From an optimization exercise on the open Yosys and OpenROAD flow, aimed at small area; shortcuts taken in it are not production practice.
In this exercise RTL edits were held to simulation tests only and were not proved equivalent to the original.
Power figures rest on the tool's default switching activity, not on a simulated workload.

==> flow/design.v <==
module systolic_ctrl #(
  parameter int unsigned WIDTH       = 16,
  parameter int unsigned MAX_LENGTH  = 64,
  parameter int unsigned NUM_UNITS   = 64,
  parameter int unsigned WDOG_CYCLES = 1024
) (
  input  logic                                     clk,
  input  logic                                     reset,
  input  logic                                     job_valid,
  output logic                                     job_ready,
  input  logic [$clog2(NUM_UNITS+1)-1:0]           job_rows,
  input  logic [$clog2(MAX_LENGTH)-1:0]            job_length,
  output logic                                     elem_valid,
  output logic [$clog2(MAX_LENGTH)-1:0]            elem_idx,
  output logic                                     arr_start,
  output logic [NUM_UNITS-1:0]                     arr_active_units,
  output logic [$clog2(MAX_LENGTH)-1:0]            arr_length,
  input  logic [NUM_UNITS-1:0]                     arr_done,
  input  logic [NUM_UNITS*WIDTH-1:0]               arr_result,
  output logic                                     res_valid,
  input  logic                                     res_ready,
  output logic [WIDTH-1:0]                         res_data,
  output logic [$clog2(NUM_UNITS)-1:0]             res_index,
  output logic                                     res_last,
  output logic                                     busy,
  output logic                                     err
);
  localparam int unsigned CW = 10;   
  typedef enum logic [2:0] {
    StIdle  = 3'b000,
    StStart = 3'b001,
    StFeed  = 3'b011,
    StWait  = 3'b010,
    StDrain = 3'b110
  } state_e;
  state_e          state_q, state_d;
  logic            err_q, err_d;
  logic            load_q;      
  logic            snap_inv_q;  
  logic            shift_q;     
  logic [5:0]      rows_q;      
  logic [5:0]      len_q;
  logic [CW-1:0]   cnt_q, cnt_d;
  logic [CW-1:0]   cnt_inc;
  logic [NUM_UNITS*WIDTH-1:0] snap_q;
  logic idle, st_start, st_feed, st_wait, st_drain;
  logic all_done, feed_last, res_last_w, wdog_end, nonempty;
  logic [NUM_UNITS-1:0] mask;
  assign idle     = state_q == StIdle;
  assign st_start = state_q == StStart;
  assign st_feed  = state_q == StFeed;
  assign st_wait  = state_q == StWait;
  assign st_drain = state_q == StDrain;
  assign cnt_inc = cnt_q + CW'(1);
  always_comb begin
    for (int i = 0; i < NUM_UNITS; i++) begin
      mask[i] = !idle && ((rows_q == 6'd0) || (6'(i) < rows_q));
    end
  end
  assign all_done   = &(arr_done | ~mask);
  assign feed_last  = cnt_inc[5:0] == len_q;
  assign res_last_w = cnt_inc[5:0] == rows_q;
  assign wdog_end   = &cnt_q;
  assign nonempty   = (job_rows != '0) && (job_length != '0);
  always_ff @(posedge clk or posedge reset) begin
    if (reset) begin
      state_q <= StIdle;
      err_q   <= 1'b0;
      load_q  <= 1'b1;
      shift_q <= 1'b0;
    end else begin
      state_q <= state_d;
      err_q   <= err_d;
      load_q  <= state_d != StDrain;
      shift_q <= state_d == StDrain;
    end
  end
  always_ff @(posedge clk) begin
    if (idle) begin
      len_q  <= job_length;
      rows_q <= job_rows[6] ? 6'd0 : job_rows[5:0];
    end
    cnt_q <= cnt_d;
  end
  logic snap_hold, snap_shift;
  logic [NUM_UNITS*WIDTH-1:0] snap_next;
  assign snap_hold  = st_drain && !res_ready;
  assign snap_shift = shift_q && res_ready;
  assign snap_next  = {{WIDTH{1'b0}}, snap_q[NUM_UNITS*WIDTH-1:WIDTH]};
  always_ff @(posedge clk) begin
    snap_q <= ~((arr_result & {(NUM_UNITS*WIDTH){load_q}}) |
                (snap_q & {(NUM_UNITS*WIDTH){snap_hold}}) |
                (snap_next & {(NUM_UNITS*WIDTH){snap_shift}}));
    snap_inv_q <= st_drain ? !snap_inv_q : 1'b1;
  end
  always_comb begin
    state_d = state_q;
    err_d   = err_q;
    cnt_d   = cnt_q;
    unique case (state_q)
      StIdle: begin
        cnt_d = '0;
        if (job_valid) begin
          err_d = 1'b0;
          if (nonempty) state_d = StStart;
        end
      end
      StStart: begin
        cnt_d   = '0;
        state_d = StFeed;
      end
      StFeed: begin
        if (feed_last) begin
          cnt_d   = '0;
          state_d = StWait;
        end else begin
          cnt_d = cnt_inc;
        end
      end
      StWait: begin
        if (all_done) begin
          cnt_d   = '0;
          state_d = StDrain;
        end else if (wdog_end) begin
          err_d   = 1'b1;
          state_d = StIdle;
        end else begin
          cnt_d = cnt_inc;
        end
      end
      StDrain: begin
        if (res_ready) begin
          cnt_d = cnt_inc;
          if (res_last_w) state_d = StIdle;
        end
      end
      default: begin
        state_d = StIdle;
      end
    endcase
  end
  assign job_ready        = idle;
  assign busy             = !idle;
  assign arr_start        = st_start;
  assign elem_valid       = st_feed;
  assign res_valid        = st_drain;
  assign arr_active_units = mask;
  assign arr_length       = idle ? 6'd0 : len_q;
  assign elem_idx         = cnt_q[5:0];
  assign res_index        = cnt_q[5:0];
  assign res_last         = res_last_w;
  assign res_data = snap_q[WIDTH-1:0] ^ {WIDTH{snap_inv_q}};
  assign err              = err_q;
endmodule
clock: 6.0 ns
lec_check: 0
cap_margin: 20
core_area: 6 6 314 314
die_area: 0 0 320 320
setup_slack_margin: 0.25
slew_margin: 35
standard.sh (not shown) runs the stock make flow with config.mk's settings and CLKGATE_MAP_FILE= SYNTH_SCRIPT=/design/flow/synth_recipe.tcl, a recipe that flattens the netlist after the stock synthesis.
==> flow/flow/run.sh <==
#!/bin/bash
# Standard ORFS layout (the standard.sh, unchanged synthesis), with
#  - port buffers made from the smallest buffer cell,
#  - pins allowed one routing track apart, so that a smaller die holds all 1210 ports,
#  - a clock tree of clkbuf_8 leaves (clkbuf_16 root) with larger sink clusters and
#    no dummy balancing loads.
CTS="-sink_clustering_enable -repair_clock_nets -dont_use_dummy_load"
CTS="$CTS -buf_list sky130_fd_sc_hd__clkbuf_8 -root_buf sky130_fd_sc_hd__clkbuf_16"
CTS="$CTS -sink_clustering_size 18 -sink_clustering_max_diameter 60"
bash standard.sh \
  'BUFFER_PORTS_ARGS=-buffer_cell sky130_fd_sc_hd__buf_1' \
  'PLACE_PINS_ARGS=-min_distance 1 -min_distance_in_tracks' \
  "CTS_ARGS=$CTS" \
  finish > standard.log 2>&1
The starting point ran to the end with no violations.
Then changed:
--- a/flow/design.v
+++ b/flow/design.v
@@ -34,12 +34,10 @@
     StDrain = 3'b110
   } state_e;
   state_e          state_q, state_d;
   logic            err_q, err_d;
   logic            load_q;      
-  logic            snap_inv_q;  
-  logic            shift_q;     
   logic [5:0]      rows_q;      
   logic [5:0]      len_q;
   logic [CW-1:0]   cnt_q, cnt_d;
   logic [CW-1:0]   cnt_inc;
   logic [NUM_UNITS*WIDTH-1:0] snap_q;
@@ -65,35 +63,26 @@
   always_ff @(posedge clk or posedge reset) begin
     if (reset) begin
       state_q <= StIdle;
       err_q   <= 1'b0;
       load_q  <= 1'b1;
-      shift_q <= 1'b0;
     end else begin
       state_q <= state_d;
       err_q   <= err_d;
       load_q  <= state_d != StDrain;
-      shift_q <= state_d == StDrain;
     end
   end
   always_ff @(posedge clk) begin
     if (idle) begin
       len_q  <= job_length;
       rows_q <= job_rows[6] ? 6'd0 : job_rows[5:0];
     end
     cnt_q <= cnt_d;
   end
-  logic snap_hold, snap_shift;
-  logic [NUM_UNITS*WIDTH-1:0] snap_next;
-  assign snap_hold  = st_drain && !res_ready;
-  assign snap_shift = shift_q && res_ready;
-  assign snap_next  = {{WIDTH{1'b0}}, snap_q[NUM_UNITS*WIDTH-1:WIDTH]};
   always_ff @(posedge clk) begin
-    snap_q <= ~((arr_result & {(NUM_UNITS*WIDTH){load_q}}) |
-                (snap_q & {(NUM_UNITS*WIDTH){snap_hold}}) |
-                (snap_next & {(NUM_UNITS*WIDTH){snap_shift}}));
-    snap_inv_q <= st_drain ? !snap_inv_q : 1'b1;
+    snap_q <= (arr_result & {(NUM_UNITS*WIDTH){load_q}}) |
+              (snap_q & {(NUM_UNITS*WIDTH){st_drain}});
   end
   always_comb begin
     state_d = state_q;
     err_d   = err_q;
     cnt_d   = cnt_q;
@@ -147,8 +136,14 @@
   assign arr_active_units = mask;
   assign arr_length       = idle ? 6'd0 : len_q;
   assign elem_idx         = cnt_q[5:0];
   assign res_index        = cnt_q[5:0];
   assign res_last         = res_last_w;
-  assign res_data = snap_q[WIDTH-1:0] ^ {WIDTH{snap_inv_q}};
+  logic [NUM_UNITS-1:0] sel;
+  always_comb begin
+    for (int u = 0; u < NUM_UNITS; u++) sel[u] = cnt_q[5:0] == 6'(u);
+    res_data = '0;
+    for (int u = 0; u < NUM_UNITS; u++)
+      res_data = res_data | (snap_q[u*WIDTH +: WIDTH] & {WIDTH{sel[u]}});
+  end
   assign err              = err_q;
 endmodule
Result:
- The new run passed the timing, design-rule and antenna checks
- flip-flop and latch count came out lower by 2
- design area came out higher by roughly a tenth
- via count came out higher by about a fifth
- fmax came out lower by about a fifth
- die area is unchanged
- sequential power came out higher by a few percent
- non-clock buffer count came out higher by 64
- global-route usage came out higher by 16 points
- hold slack improved by 0.047 ns
- routed wire length came out higher by well over a third
- register-to-register slack improved by 0.04 ns

## afterwards: timing with drivers on the ports
No port has a modelled driver above. Below, the same layouts with a new extraction and two added sets of constraints.
Step 1 (the two cells are an assumption about what drives the block):
set clk [get_ports {clk}]
set_driving_cell -lib_cell sky130_fd_sc_hd__clkbuf_16 $clk
set_driving_cell -lib_cell sky130_fd_sc_hd__buf_2 [delete_from_list [all_inputs] $clk]
Step 2 also shifts input and output timing later by t, the mid clock arrival at the registers, as if the neighbouring blocks saw the same clock.
Three values: no drivers, after step 1, after step 2; two values: the first two.
run | shift t [ns] | setup slack, ns | worst hold slack (ns) | latest minus earliest clock arrival (ns)
the first run | 0.678 | 1.509 / 1.487 / 1.509 | 0.377 / 0.377 / 0.377 | 0.081 / 0.081
the second run | 0.714 | 0.230 / 0.152 / 0.866 | 0.423 / 0.380 / 0.477 | 0.095 / 0.094
After both steps setup and hold are still met in every run listed.
